This design comes from an exercise in tuning for small area on the open sky130 flow, not from production work. Only simulation tests tie the RTL to the original design; equivalence was not proved. Power and IR drop assume default switching activity.

== the reference run ==
==> module inst_decoder, before the edit <==
module inst_decoder (
    input  logic [32-1:0]   inst_i,
    output logic                      legal_o,
    output logic                      special_o,    
    output logic                      a_zero_o,     
    output logic                      a_shamt_o,    
    output logic [32-1:0]     imm_o,        
    output logic                      shift_o,
    output logic [3:0]                f_o,          
    output logic [5-1:0]  dst_o
);
    logic [5:0] opcode;
    logic [5:0] funct;
    logic       lui;
    assign opcode    = inst_i[OPCODE_MSB:OPCODE_LSB];
    assign funct     = inst_i[FUNCT_MSB:FUNCT_LSB];
    assign special_o = (opcode == OP_SPECIAL);
    always_comb begin
        if (special_o) begin
            case (funct)
                6'h00, 6'h02, 6'h03, 6'h04, 6'h06, 6'h07,
                6'h21, 6'h23, 6'h24, 6'h25, 6'h26, 6'h27,
                6'h2a, 6'h2b: legal_o = 1'b1;
                default:      legal_o = 1'b0;
            endcase
        end else begin
            legal_o = (opcode[5:3] == 3'b001) && (opcode[2:0] != 3'b000);
        end
    end
    assign lui       = ~special_o & (opcode[2:0] == 3'b111);
    assign shift_o   = special_o & ~funct[5];
    assign a_shamt_o = shift_o & ~funct[2];
    assign a_zero_o  = a_shamt_o | lui;
    assign f_o       = special_o ? funct[3:0] : (lui ? F_ORI : opcode[3:0]);
    assign dst_o     = special_o ? inst_i[RD_MSB:RD_LSB] : inst_i[RT_MSB:RT_LSB];
    assign imm_o = lui ? {inst_i[IMM_MSB:IMM_LSB], 16'h0000}
                       : {{16{~opcode[2] & inst_i[IMM_MSB]}}, inst_i[IMM_MSB:IMM_LSB]};
endmodule
==> module int_core, before the edit <==
module int_core (
    input  logic                      clk,
    input  logic                      rst,
    input  logic                      inst_valid_i,
    input  logic [32-1:0]   inst_data_i,
    output logic                      wb_valid_o,
    output logic [5-1:0]  wb_addr_o,
    output logic [32-1:0]     wb_data_o,
    output logic                      illegal_o
);
    logic                      legal;
    logic                      special;
    logic                      a_zero;
    logic                      a_shamt;
    logic [32-1:0]     imm;
    logic                      shift;
    logic [3:0]                f;
    logic [5-1:0]  dst;
    logic [5-1:0]  rs;
    logic [5-1:0]  rt;
    logic [32-1:0]     rf_a;
    logic [32-1:0]     rf_b;
    logic                      fwd_a;
    logic                      fwd_b;
    logic                      ex_wb;
    logic                      ex_ill;
    logic                      ex_shift;
    logic [3:0]                ex_f;
    logic [5-1:0]  ex_dst;
    logic [32-1:0]     ex_a;
    logic [32-1:0]     ex_b;
    logic [32-1:0]     res;
    assign rs = inst_data_i[RS_MSB:RS_LSB];
    assign rt = inst_data_i[RT_MSB:RT_LSB];
    inst_decoder u_dec (
        .inst_i    (inst_data_i),
        .legal_o   (legal),
        .special_o (special),
        .a_zero_o  (a_zero),
        .a_shamt_o (a_shamt),
        .imm_o     (imm),
        .shift_o   (shift),
        .f_o       (f),
        .dst_o     (dst)
    );
    reg_file u_rf (
        .clk          (clk),
        .rst          (rst),
        .a_ext_i      (a_shamt),
        .a_reg_i      (!a_zero && !fwd_a),
        .a_addr_i     (rs),
        .a_ext_data_i (inst_data_i[SHAMT_MSB:SHAMT_LSB]),
        .a_data_o     (rf_a),
        .b_ext_i      (!special),
        .b_reg_i      (special && !fwd_b),
        .b_addr_i     (rt),
        .b_ext_data_i (imm),
        .b_data_o     (rf_b),
        .we_i         (ex_wb),
        .waddr_i      (ex_dst),
        .wdata_i      (res)
    );
    assign fwd_a = ex_wb && !a_zero && (rs == ex_dst);
    assign fwd_b = ex_wb && special && (rt == ex_dst);
    always_ff @(posedge clk) begin
        ex_wb    <= inst_valid_i && !rst && legal && (dst != '0);
        ex_ill   <= inst_valid_i && !rst && !legal;
        ex_shift <= shift;
        ex_f     <= f;
        ex_dst   <= dst;
        ex_a     <= rf_a | ({32{fwd_a}} & res);    
        ex_b     <= rf_b | ({32{fwd_b}} & res);
    end
    alu_exec u_exec (
        .a_i     (ex_a),
        .b_i     (ex_b),
        .shift_i (ex_shift),
        .f_i     (ex_f),
        .kill_i  (rst),
        .res_o   (res)
    );
    always_ff @(posedge clk) begin
        wb_valid_o <= ex_wb && !rst;
        illegal_o  <= ex_ill && !rst;
        wb_addr_o  <= ex_dst;
        wb_data_o  <= res;
    end
endmodule
Settings: LEC_CHECK=0, CAP_MARGIN=20, CORE_MARGIN=2, CORE_UTILIZATION=45, PLACE_DENSITY=0.72, SLEW_MARGIN=20, SYNTH_HIERARCHICAL=1; clock period 5.5 ns.
standard.sh (not shown) runs the stock make flow with config.mk's settings and CLKGATE_MAP_FILE= SYNTH_SCRIPT=/design/flow/synth_recipe.tcl, a recipe that flattens the netlist after the stock synthesis.
==> flow/flow/run.sh <==
#!/bin/bash
# Own layout flow: the standard flow (standard.sh) with two knobs ORFS
# reads from the environment:
#  - port buffers use the smallest buffer cell instead of the default pick;
#  - clock tree: larger sink clusters and no dummy loads.
# Every input and output port is still buffered, and the clock tree is built
# by TritonCTS as usual. make's full output goes to flow_make.log here; each
# ORFS step also keeps its own log under orfs/logs/.
set -euo pipefail
export BUFFER_PORTS_ARGS="-buffer_cell sky130_fd_sc_hd__buf_1"
export CTS_ARGS="-sink_clustering_enable -repair_clock_nets -sink_clustering_size 24 -sink_clustering_max_diameter 120 -dont_use_dummy_load"
bash standard.sh > flow_make.log 2>&1
Changes in the trial run relative to the reference run:
diff --git a/flow/design.v b/flow/design.v
--- a/flow/design.v
+++ b/flow/design.v
@@ -15,18 +15,19 @@
     localparam int FUNCT_MSB  = 5;
     localparam int FUNCT_LSB  = 0;
 endpackage
 package core_pkg;
-    localparam logic [3:0] F_ORI = 4'b1101;
+    localparam logic [3:0] F_SLL = 4'b0000;
+    localparam logic [4:0] LUI_SHAMT = 5'd16;
 endpackage
 import isa_pkg::*;
 import core_pkg::*;
 module inst_decoder (
     input  logic [32-1:0]   inst_i,
     output logic                      legal_o,
     output logic                      special_o,    
-    output logic                      a_zero_o,     
     output logic                      a_shamt_o,    
+    output logic [5-1:0]  shamt_o,      
     output logic [32-1:0]     imm_o,        
     output logic                      shift_o,
     output logic [3:0]                f_o,          
     output logic [5-1:0]  dst_o
@@ -49,15 +50,14 @@
             legal_o = (opcode[5:3] == 3'b001) && (opcode[2:0] != 3'b000);
         end
     end
     assign lui       = ~special_o & (opcode[2:0] == 3'b111);
-    assign shift_o   = special_o & ~funct[5];
-    assign a_shamt_o = shift_o & ~funct[2];
-    assign a_zero_o  = a_shamt_o | lui;
-    assign f_o       = special_o ? funct[3:0] : (lui ? F_ORI : opcode[3:0]);
+    assign shift_o   = (special_o & ~funct[5]) | lui;
+    assign a_shamt_o = (special_o & ~funct[5] & ~funct[2]) | lui;
+    assign shamt_o   = lui ? LUI_SHAMT : inst_i[SHAMT_MSB:SHAMT_LSB];
+    assign f_o       = special_o ? funct[3:0] : (lui ? F_SLL : opcode[3:0]);
     assign dst_o     = special_o ? inst_i[RD_MSB:RD_LSB] : inst_i[RT_MSB:RT_LSB];
-    assign imm_o = lui ? {inst_i[IMM_MSB:IMM_LSB], 16'h0000}
-                       : {{16{~opcode[2] & inst_i[IMM_MSB]}}, inst_i[IMM_MSB:IMM_LSB]};
+    assign imm_o = {{16{~opcode[2] & inst_i[IMM_MSB]}}, inst_i[IMM_MSB:IMM_LSB]};
 endmodule
 module reg_file (
     input  logic                      clk,
     input  logic                      rst,
@@ -331,10 +331,10 @@
     output logic                      illegal_o
 );
     logic                      legal;
     logic                      special;
-    logic                      a_zero;
     logic                      a_shamt;
+    logic [5-1:0]  shamt;
     logic [32-1:0]     imm;
     logic                      shift;
     logic [3:0]                f;
     logic [5-1:0]  dst;
@@ -343,8 +343,10 @@
     logic [32-1:0]     rf_a;
     logic [32-1:0]     rf_b;
     logic                      fwd_a;
     logic                      fwd_b;
+    logic [32-1:0]     a_in;
+    logic [32-1:0]     b_in;
     logic                      ex_wb;
     logic                      ex_ill;
     logic                      ex_shift;
     logic [3:0]                ex_f;
@@ -357,10 +359,10 @@
     inst_decoder u_dec (
         .inst_i    (inst_data_i),
         .legal_o   (legal),
         .special_o (special),
-        .a_zero_o  (a_zero),
         .a_shamt_o (a_shamt),
+        .shamt_o   (shamt),
         .imm_o     (imm),
         .shift_o   (shift),
         .f_o       (f),
         .dst_o     (dst)
@@ -368,11 +370,11 @@
     reg_file u_rf (
         .clk          (clk),
         .rst          (rst),
         .a_ext_i      (a_shamt),
-        .a_reg_i      (!a_zero && !fwd_a),
+        .a_reg_i      (!a_shamt && !fwd_a),
         .a_addr_i     (rs),
-        .a_ext_data_i (inst_data_i[SHAMT_MSB:SHAMT_LSB]),
+        .a_ext_data_i (shamt),
         .a_data_o     (rf_a),
         .b_ext_i      (!special),
         .b_reg_i      (special && !fwd_b),
         .b_addr_i     (rt),
@@ -381,18 +383,20 @@
         .we_i         (ex_wb),
         .waddr_i      (ex_dst),
         .wdata_i      (res)
     );
-    assign fwd_a = ex_wb && !a_zero && (rs == ex_dst);
+    assign fwd_a = ex_wb && !a_shamt && (rs == ex_dst);
     assign fwd_b = ex_wb && special && (rt == ex_dst);
+    op_merge u_merge_a (.rf_i(rf_a), .fwd_i(fwd_a), .res_i(res), .op_o(a_in));
+    op_merge u_merge_b (.rf_i(rf_b), .fwd_i(fwd_b), .res_i(res), .op_o(b_in));
     always_ff @(posedge clk) begin
         ex_wb    <= inst_valid_i && !rst && legal && (dst != '0);
         ex_ill   <= inst_valid_i && !rst && !legal;
         ex_shift <= shift;
         ex_f     <= f;
         ex_dst   <= dst;
-        ex_a     <= rf_a | ({32{fwd_a}} & res);    
-        ex_b     <= rf_b | ({32{fwd_b}} & res);
+        ex_a     <= a_in;
+        ex_b     <= b_in;
     end
     alu_exec u_exec (
         .a_i     (ex_a),
         .b_i     (ex_b),
@@ -407,4 +411,12 @@
         wb_addr_o  <= ex_dst;
         wb_data_o  <= res;
     end
 endmodule
+module op_merge (
+    input  logic [32-1:0] rf_i,
+    input  logic                  fwd_i,
+    input  logic [32-1:0] res_i,
+    output logic [32-1:0] op_o
+);
+    assign op_o = rf_i | ({32{fwd_i}} & res_i);
+endmodule
Notes after the runs:
Going from the reference run to the trial run, clock transition at the registers of the reported paths moved up, fraction of area in registers moved up.
Compared with the reference run, in the trial run combined area of all synthesized cells has decreased; final area has decreased; inverter count of the layout excluding clock inverters has increased.
Looking at worst-case setup margin in the final layout across both flows, the trial run is the weaker of the two, with the reference run ahead.
The largest incremental delay on the critical path in the trial run sits 360 ps below the value recorded for the reference run.
The reference run has a lower data arrival time of the critical path than the trial run.
Summary — critical path depth, the trial run relative to the reference run: higher, by 2.

========
Starting RTL as in the previous note.
Settings: LEC_CHECK=0, CAP_MARGIN=20, CORE_MARGIN=2, CORE_UTILIZATION=45, SLEW_MARGIN=20, SYNTH_HIERARCHICAL=1; clock period 5.5 ns.
Scripts as last shown in full above: flow/flow/run.sh
Edit:
--- a/flow/design.v
+++ b/flow/design.v
@@ -17,5 +17,6 @@
 endpackage
 package core_pkg;
-    localparam logic [3:0] F_ORI = 4'b1101;
+    localparam logic [3:0] F_SLL = 4'b0000;
+    localparam logic [4:0] LUI_SHAMT = 5'd16;
 endpackage
 import isa_pkg::*;
@@ -25,6 +26,6 @@
     output logic                      legal_o,
     output logic                      special_o,    
-    output logic                      a_zero_o,     
     output logic                      a_shamt_o,    
+    output logic [5-1:0]  shamt_o,      
     output logic [32-1:0]     imm_o,        
     output logic                      shift_o,
@@ -51,11 +52,10 @@
     end
     assign lui       = ~special_o & (opcode[2:0] == 3'b111);
-    assign shift_o   = special_o & ~funct[5];
-    assign a_shamt_o = shift_o & ~funct[2];
-    assign a_zero_o  = a_shamt_o | lui;
-    assign f_o       = special_o ? funct[3:0] : (lui ? F_ORI : opcode[3:0]);
+    assign shift_o   = (special_o & ~funct[5]) | lui;
+    assign a_shamt_o = (special_o & ~funct[5] & ~funct[2]) | lui;
+    assign shamt_o   = lui ? LUI_SHAMT : inst_i[SHAMT_MSB:SHAMT_LSB];
+    assign f_o       = special_o ? funct[3:0] : (lui ? F_SLL : opcode[3:0]);
     assign dst_o     = special_o ? inst_i[RD_MSB:RD_LSB] : inst_i[RT_MSB:RT_LSB];
-    assign imm_o = lui ? {inst_i[IMM_MSB:IMM_LSB], 16'h0000}
-                       : {{16{~opcode[2] & inst_i[IMM_MSB]}}, inst_i[IMM_MSB:IMM_LSB]};
+    assign imm_o = {{16{~opcode[2] & inst_i[IMM_MSB]}}, inst_i[IMM_MSB:IMM_LSB]};
 endmodule
 module reg_file (
@@ -333,6 +333,6 @@
     logic                      legal;
     logic                      special;
-    logic                      a_zero;
     logic                      a_shamt;
+    logic [5-1:0]  shamt;
     logic [32-1:0]     imm;
     logic                      shift;
@@ -345,4 +345,6 @@
     logic                      fwd_a;
     logic                      fwd_b;
+    logic [32-1:0]     a_in;
+    logic [32-1:0]     b_in;
     logic                      ex_wb;
     logic                      ex_ill;
@@ -359,6 +361,6 @@
         .legal_o   (legal),
         .special_o (special),
-        .a_zero_o  (a_zero),
         .a_shamt_o (a_shamt),
+        .shamt_o   (shamt),
         .imm_o     (imm),
         .shift_o   (shift),
@@ -370,7 +372,7 @@
         .rst          (rst),
         .a_ext_i      (a_shamt),
-        .a_reg_i      (!a_zero && !fwd_a),
+        .a_reg_i      (!a_shamt && !fwd_a),
         .a_addr_i     (rs),
-        .a_ext_data_i (inst_data_i[SHAMT_MSB:SHAMT_LSB]),
+        .a_ext_data_i (shamt),
         .a_data_o     (rf_a),
         .b_ext_i      (!special),
@@ -383,6 +385,8 @@
         .wdata_i      (res)
     );
-    assign fwd_a = ex_wb && !a_zero && (rs == ex_dst);
+    assign fwd_a = ex_wb && !a_shamt && (rs == ex_dst);
     assign fwd_b = ex_wb && special && (rt == ex_dst);
+    op_merge u_merge_a (.rf_i(rf_a), .fwd_i(fwd_a), .res_i(res), .op_o(a_in));
+    op_merge u_merge_b (.rf_i(rf_b), .fwd_i(fwd_b), .res_i(res), .op_o(b_in));
     always_ff @(posedge clk) begin
         ex_wb    <= inst_valid_i && !rst && legal && (dst != '0);
@@ -391,6 +395,6 @@
         ex_f     <= f;
         ex_dst   <= dst;
-        ex_a     <= rf_a | ({32{fwd_a}} & res);    
-        ex_b     <= rf_b | ({32{fwd_b}} & res);
+        ex_a     <= a_in;
+        ex_b     <= b_in;
     end
     alu_exec u_exec (
@@ -409,2 +413,10 @@
     end
 endmodule
+module op_merge (
+    input  logic [32-1:0] rf_i,
+    input  logic                  fwd_i,
+    input  logic [32-1:0] res_i,
+    output logic [32-1:0] op_o
+);
+    assign op_o = rf_i | ({32{fwd_i}} & res_i);
+endmodule
The new run completed without violations. Combinational power rises by a few percent. Core utilization falls by 0.34 points. Power rises slightly. Global-route usage falls by 1.6 points. Cell area falls slightly. Setup slack degrades by 0.20 ns. Cell count falls slightly.

==> what the ideal ports hide <==
No port has a modelled driver above. Below, the same layouts with a new extraction and two added sets of constraints. Step 1 sets driving cells, clkbuf_16 on the clock port and buf_2 on the other inputs (assumed; they add their load-dependent delay and slew). Step 2 times the ports against the registers' clock, not the clock port: input delays grow and output delays shrink by t, the midpoint of the rising clock arrivals with the driver on. Slacks: ideal / step 1 / step 2; pairs: ideal / step 1.
run | shift t [ns] | setup WS [ns] | worst slew at a driven data input, ns
the reference run | 0.750 | 0.549 / 0.601 / -0.149 | 0.10
the trial run | 0.743 | 0.506 / 0.547 / -0.196 | 0.04
the first run of note 2 | 0.758 | 0.544 / 0.587 / -0.171 | 0.18
the second run of note 2 | 0.728 | 0.346 / 0.392 / -0.336 | 0.05
With both steps, setup timing fails in every run listed, where it was met with ideal ports. The setup slack of the first run of note 2, which loses most, moves by +0.043 ns with the drivers and by -0.715 ns with both steps.
